From an optimization exercise on the open Yosys and OpenROAD flow, aimed at small area, a short achievable clock period and few clock cycles per item; shortcuts taken in it are not production practice. The RTL was checked by simulation tests, not by an equivalence proof against the original design. Power and IR drop assume default switching activity.

## admm_top
module admm_top (
    input  logic        clk,
    input  logic        rst,
    input  logic        chipselect,
    input  logic        read,
    input  logic        write,
    input  logic [7:0]  addr,
    input  logic [31:0] writedata,
    output logic [31:0] readdata
);
Size: ~5700 cells after synthesis, about 63000 um^2 of cells after synthesis.
export LEC_CHECK = 0
export CAP_MARGIN = 20
export CORE_MARGIN = 2
export CORE_UTILIZATION = 40
export SLEW_MARGIN = 20
create_clock -name core_clock -period 13.0 [get_ports {clk}]
run.sh (not shown) runs the stock make flow with config.mk's settings and CLKGATE_MAP_FILE= SYNTH_SCRIPT=/design/flow/synth_recipe.tcl, a recipe that flattens the netlist after the stock synthesis.
Testbench counts at the start, summed over its fixed seeds: cycles 12,916, solves 192.
Next try:
--- a/flow/design.v
+++ b/flow/design.v
@@ -150,87 +150,71 @@
     logic [15:0] q3_x  [L];
     logic [15:0] q3_z  [L];
     logic [15:0] q3_zo [L];
     logic [15:0] q3_y  [L];
     logic [15:0] q4_x  [L];
     logic [15:0] q4_z  [L];
     logic [15:0] q4_md [L];
     logic [15:0] q4_me [L];
     logic [15:0] q4_y  [L];
     logic [15:0] q1_z  [L];
     logic [15:0] q1_y  [L];
+    logic        zmask;
     logic [15:0] s1_x  [L];
     logic [16:0] s1_v  [L];
     logic [15:0] s1_z  [L];
     logic [15:0] s1_y  [L];
     logic [15:0] s2_z  [L];
     logic [15:0] s2_y  [L];
     logic [15:0] s3_md [L];
     logic [15:0] s3_me [L];
-    function automatic [15:0] pick(input logic [8*16-1:0] vec, input logic [1:0] p, input int j);
-        case (p)
-            2'd0: pick = vec[16*(0 + j) +: 16];
-            2'd1: pick = vec[16*(2 + j) +: 16];
-            2'd2: pick = vec[16*(4 + j) +: 16];
-            default: pick = vec[16*(6 + j) +: 16];
-        endcase
-    endfunction
-    logic [8*16-1:0] ref_p, lo_p, hi_p;
-    always_comb begin
-        for (int i = 0; i < N; i++) begin
-            ref_p[16*i +: 16] = ref_r[i];
-            lo_p[16*i +: 16]  = lo_r[i];
-            hi_p[16*i +: 16]  = hi_r[i];
-        end
-    end
-    logic clr;
-    assign clr = !busy_r || (it0_r && ph_r != 2'd3);
+    assign zmask = !busy_r || it0_r;
     genvar g;
     generate
         for (g = 0; g < L; g++) begin : g_lane
-            assign s1_z[g] = q1_z[g];
-            assign s1_y[g] = q1_y[g];
+            assign s1_z[g] = zmask ? 16'd0 : q1_z[g];
+            assign s1_y[g] = zmask ? 16'd0 : q1_y[g];
             admm_stage1 u_s1 (
-                .ref_i (pick(ref_p, ph_r, g)),
+                .ref_i (ref_r[{ph_r, 1'(g)}]),
                 .z_i   (s1_z[g]),
                 .y_i   (s1_y[g]),
                 .x_o   (s1_x[g]),
                 .v_o   (s1_v[g])
             );
             admm_stage2 u_s2 (
                 .v_i  (q2_v[g]),
-                .lo_i (pick(lo_p, p2_r, g)),
-                .hi_i (pick(hi_p, p2_r, g)),
+                .lo_i (lo_r[{p2_r, 1'(g)}]),
+                .hi_i (hi_r[{p2_r, 1'(g)}]),
                 .z_o  (s2_z[g]),
                 .y_o  (s2_y[g])
             );
             admm_absdiff u_d (.a_i(q3_x[g]), .b_i(q3_z[g]),  .m_o(s3_md[g]));
             admm_absdiff u_e (.a_i(q3_z[g]), .b_i(q3_zo[g]), .m_o(s3_me[g]));
         end
     endgenerate
     always_ff @(posedge clk) begin
         for (int j = 0; j < L; j++) begin
             q2_x[j]  <= s1_x[j];
             q2_v[j]  <= s1_v[j];
             q2_zo[j] <= s1_z[j];
             q3_x[j]  <= q2_x[j];
             q3_z[j]  <= s2_z[j];
             q3_zo[j] <= q2_zo[j];
             q3_y[j]  <= s2_y[j];
             q4_x[j]  <= q3_x[j];
             q4_z[j]  <= q3_z[j];
             q4_md[j] <= s3_md[j];
             q4_me[j] <= s3_me[j];
             q4_y[j]  <= q3_y[j];
-            q1_z[j]  <= clr ? 16'd0 : q4_z[j];
-            q1_y[j]  <= clr ? 16'd0 : q4_y[j];
+            q1_z[j]  <= q4_z[j];
+            q1_y[j]  <= q4_y[j];
         end
     end
     logic        ok_pair;
     logic        ok_acc_r;
     logic        conv_all;
     logic        it_end;
     logic [15:0] acc_p_r;
     logic [15:0] acc_d_r;
     logic [15:0] f_p;
     logic [15:0] f_d;
     logic        first4;
Effect: The changed run completed without violations; global-route usage went up by 1.1 points; total power came out lower by 0.59%; first-iteration DRC count is higher by 19%; hold slack barely changes; via count is higher by 4.1%; clock-buffer cell count rises by 5; non-clock buffer count grows by 3; combinational power is about the same; worst setup slack degrades by 1.1 ns; synthesized cell count came out higher by 3.6%; final cell count goes up by 2.5%; synthesized area rises by 0.71%; wire length grows by 5.5%.
Testbench counts after the change, summed over its fixed seeds: cycles 12,916, solves 192.


admm_top, a different RTL version from the one above (not shown whole).
Size in the first run: ~5500 cells after synthesis, ~0.060 mm^2 of cells after synthesis.
export LEC_CHECK = 0
export CAP_MARGIN = 20
export CORE_MARGIN = 2
export CORE_UTILIZATION = 40
export SLEW_MARGIN = 20
create_clock -name core_clock -period 13.0 [get_ports {clk}]
standard.sh (not shown) runs the stock make flow with config.mk's settings and CLKGATE_MAP_FILE= SYNTH_SCRIPT=/design/flow/synth_recipe.tcl, a recipe that flattens the netlist after the stock synthesis.
==> flow/flow/run.sh <==
#!/bin/bash
# Standard layout, with timing repair aiming for extra setup slack so the
# critical paths are sized for a shorter period than the 13 ns constraint.
set -euo pipefail
bash standard.sh finish SETUP_SLACK_MARGIN=8.75 > flow_make.log 2>&1
Testbench counts at the start, summed over its fixed seeds: cycles 12,724, solves 192.
==> next run, changes <==
--- a/flow/design.v
+++ b/flow/design.v
@@ -275,19 +275,17 @@
             q3_x[j]  <= q2_x[j];
             q3_z[j]  <= s2_z[j];
             q3_y[j]  <= s2_y[j];
             q4_x[j]  <= q3_x[j];
             q4_z[j]  <= q3_z[j];
             q4_md[j] <= s3_md[j];
             q4_me[j] <= s3_me[j];
             q4_y[j]  <= q3_y[j];
-            if (cfg_wr && addr == 8'(8 + j)) q1_r[j] <= writedata[15:0];
-            else if (stop)                   q1_r[j] <= ref_r[j];
-            else                             q1_r[j] <= pick(ref_p, ph_nx, j);
+            q1_r[j]  <= (cfg_wr && addr == 8'(8 + j)) ? writedata[15:0] : pick(ref_p, ph_nx, j);
             q1_y[j]  <= q4_y[j];
             if (busy_r) begin
                 q1_z[j]  <= q4_z[j];
                 q2_zo[j] <= q1_z[j];
                 q3_zo[j] <= q2_zo[j];
                 q4_zo[j] <= q3_zo[j];
             end
         end
Outcome:
- worst hold slack improved by 0.021 ns
- total power goes up by 15%
- wire length goes down by about 1.2%
- cell area goes down by 2.3%
- non-clock buffer count goes down by 60
- via count goes down by 3.0%
- register-to-register slack improved by 0.44 ns
Testbench counts after the change, summed over its fixed seeds: cycles 12,724, solves 192.


RTL: one of the versions met above, not the one the previous note started from.
For scale: ~5400 cells after synthesis, about 59000 um2 of cells after synthesis.
Settings: LEC_CHECK=0, CAP_MARGIN=20, CORE_MARGIN=2, CORE_UTILIZATION=40, CTS_BUF_LIST=sky130_fd_sc_hd__clkbuf_8, SLEW_MARGIN=20; clock period 13.0 ns.
==> flow/flow/run.sh <==
#!/bin/bash
# Standard layout, with timing repair aiming for extra setup slack so the
# critical paths are sized for a shorter period than the 13 ns constraint.
set -euo pipefail
bash standard.sh finish SETUP_SLACK_MARGIN=8.5 > flow_make.log 2>&1
Testbench counts at the start, summed over its fixed seeds: cycles 12,724, solves 192.
Rerun with:
--- a/flow/design.v
+++ b/flow/design.v
@@ -160,24 +160,26 @@
     input  logic [31:0] writedata,
     output logic [31:0] readdata
 );
     localparam int N = 8;
     localparam int L = 2;
     logic [15:0] ref_r [N];
     logic [15:0] lo_r  [N];
     logic [15:0] hi_r  [N];
     logic [15:0] x_r   [N];
     logic [15:0] tol_r;
     logic [15:0] max_r;
     logic [15:0] iter_r;
+    logic [15:0] pri_r;
+    logic [15:0] dual_r;
     logic        busy_r;
     logic        done_r;
     logic        conv_r;
     logic        it0_r;
     logic        last_r;
     logic [1:0]  ph_r;
     logic [15:0] rd_lo;
     logic        rd_hi;
     logic       wr_op;
     logic       cfg_wr;
     logic       start_now;
     logic [2:0] elem;
@@ -302,74 +304,71 @@
     logic [15:0] f_d;
     logic        first4;
     logic [15:0] m_p;
     logic [15:0] m_d;
     admm_max3 u_max_p (.acc_i(acc_p_r), .first_i(first4), .m0_i(q4_md[0]), .m1_i(q4_md[1]), .m01_o(m_p), .m_o(f_p));
     admm_max3 u_max_d (.acc_i(acc_d_r), .first_i(first4), .m0_i(q4_me[0]), .m1_i(q4_me[1]), .m01_o(m_d), .m_o(f_d));
     assign ok_pair  = (m_p <= tol_r) && (m_d <= tol_r);
     assign first4   = (p4_r == 2'd0);
     assign conv_all = ok_pair && (first4 || ok_acc_r);
     assign it_end   = v4_r && (p4_r == 2'd3);
     assign stop     = it_end && (conv_all || last_r);
     always_ff @(posedge clk) begin
+        acc_p_r  <= f_p;
+        acc_d_r  <= f_d;
         ok_acc_r <= conv_all;
     end
-    always_ff @(posedge clk or posedge rst) begin
-        if (rst) begin
-            acc_p_r <= '0;
-            acc_d_r <= '0;
-        end else if (v4_r) begin
-            acc_p_r <= f_p;
-            acc_d_r <= f_d;
-        end
-    end
     logic [15:0] limit;
     assign limit = (max_r == 16'd0) ? 16'd1 : max_r;
     always_ff @(posedge clk or posedge rst) begin
         if (rst) begin
             busy_r <= 1'b0;
             done_r <= 1'b0;
             conv_r <= 1'b0;
             it0_r  <= 1'b0;
             last_r <= 1'b0;
             ph_r   <= '0;
             iter_r <= '0;
             v2_r   <= 1'b0;
             v3_r   <= 1'b0;
             v4_r   <= 1'b0;
             p2_r   <= '0;
             p3_r   <= '0;
             p4_r   <= '0;
+            pri_r  <= '0;
+            dual_r <= '0;
             tol_r  <= '0;
             max_r  <= 16'd1;
         end else begin
             v2_r   <= issue && !stop;
             v3_r   <= v2_r && !stop;
             v4_r   <= v3_r && !stop;
             p2_r   <= ph_r;
             p3_r   <= p2_r;
             p4_r   <= p3_r;
             last_r <= (iter_r + 16'd1) >= limit;
             if (start_now) begin
                 busy_r <= 1'b1;
                 done_r <= 1'b0;
                 conv_r <= 1'b0;
                 it0_r  <= 1'b1;
                 iter_r <= '0;
                 ph_r   <= 2'd1;
             end else if (busy_r) begin
                 ph_r <= ph_r + 2'd1;
                 if (ph_r == 2'd3) it0_r <= 1'b0;
                 if (it_end) begin
                     iter_r <= iter_r + 16'd1;
+                    pri_r  <= f_p;
+                    dual_r <= f_d;
                 end
                 if (stop) begin
                     busy_r <= 1'b0;
                     done_r <= 1'b1;
                     conv_r <= conv_all;
                     ph_r   <= '0;
                 end
             end
             if (cfg_wr && addr == 8'd3) tol_r <= writedata[15:0];
             if (cfg_wr && addr == 8'd4) max_r <= writedata[15:0];
         end
     end
@@ -386,26 +385,26 @@
     logic [15:0] rd_val;
     logic        rd_sx;
     always_comb begin
         rd_val = '0;
         rd_sx  = 1'b0;
         case (blk)
             5'd0: begin
                 case (elem)
                     3'd1: rd_val = stop ? {13'd0, conv_all, 2'b10} : {13'd0, conv_r, done_r, busy_r};
                     3'd2: rd_val = iter_r;
                     3'd3: rd_val = tol_r;
                     3'd4: rd_val = max_r;
-                    3'd5: rd_val = acc_p_r;
-                    3'd6: rd_val = acc_d_r;
+                    3'd5: rd_val = pri_r;
+                    3'd6: rd_val = dual_r;
                     default: rd_val = '0;
                 endcase
             end
             5'd1: begin rd_val = ref_r[elem]; rd_sx = 1'b1; end
             5'd2: begin rd_val = lo_r[elem];  rd_sx = 1'b1; end
             5'd3: begin rd_val = hi_r[elem];  rd_sx = 1'b1; end
             5'd4: begin rd_val = x_r[elem];   rd_sx = 1'b1; end
             5'd5: begin
                 case (elem[2:1])
                     2'd0: rd_val = q4_zo[elem[0]];
                     2'd1: rd_val = q3_zo[elem[0]];
                     2'd2: rd_val = q2_zo[elem[0]];
=> Total power fell by about 4.7%. Hold slack hardly moves. Sequential power went down by about 3%. Clock-buffer cell count is lower by 1. Routed wire length grows by about 2.8%. Clock power came out higher by about 1%. Worst setup slack gets worse by 0.21 ns. Register-to-register slack gains 0.04 ns. Maximum frequency is lower by 4.3%. Final area grows by about 2%. Sequential share of layout area is about the same. Sequential cell count is higher by 32. Combinational power went down by about 8%. Die area went up by 3.2%.
Testbench counts after the change, summed over its fixed seeds: cycles 12,724, solves 192.

static timing again, ports no longer ideal:
In the flow no input, the clock included, has a driving cell. The finished layouts below were timed again as built, in two steps. Step 1, drivers: a clkbuf_16 drives clk and a buf_2 each remaining input, both assumed. Step 2 times the ports against the registers' clock, not the clock port: input delays grow and output delays shrink by t, the midpoint of the rising clock arrivals with the driver on. Slacks: ideal / step 1 / step 2; pairs: ideal / step 1.
| run | t, ns | setup slack, ns | worst hold slack (ns) | worst data-port slew with drivers (ns) | pins driven straight from the clock port |
|---|---|---|---|---|---|
| the first run of note 1 | 0.843 | 5.850 / 5.850 / 5.850 | 0.323 / 0.323 / 0.323 | 0.10 | 1 |
| the second run of note 1 | 0.839 | 4.727 / 4.727 / 4.727 | 0.322 / 0.322 / 0.322 | 0.11 | 1 |
| the first run of note 2 | 0.836 | 8.213 / 8.266 / 7.430 | 0.299 / 0.299 / 0.299 | 0.39 | 1 |
| the second run of note 2 | 0.855 | 8.680 / 8.544 / 7.689 | 0.320 / 0.320 / 0.320 | 0.24 | 1 |
| the first run of note 3 | 0.978 | 8.409 / 8.414 / 7.436 | 0.296 / 0.296 / 0.296 | 0.13 | 1 |
| the second run of note 3 | 0.990 | 8.201 / 8.222 / 7.233 | 0.294 / 0.294 / 0.294 | 0.07 | 1 |
After both steps setup and hold are still met in every run listed. For the second run of note 2, which loses most, drivers alone change the setup slack by -0.136 ns; drivers and shift together by -0.991 ns.
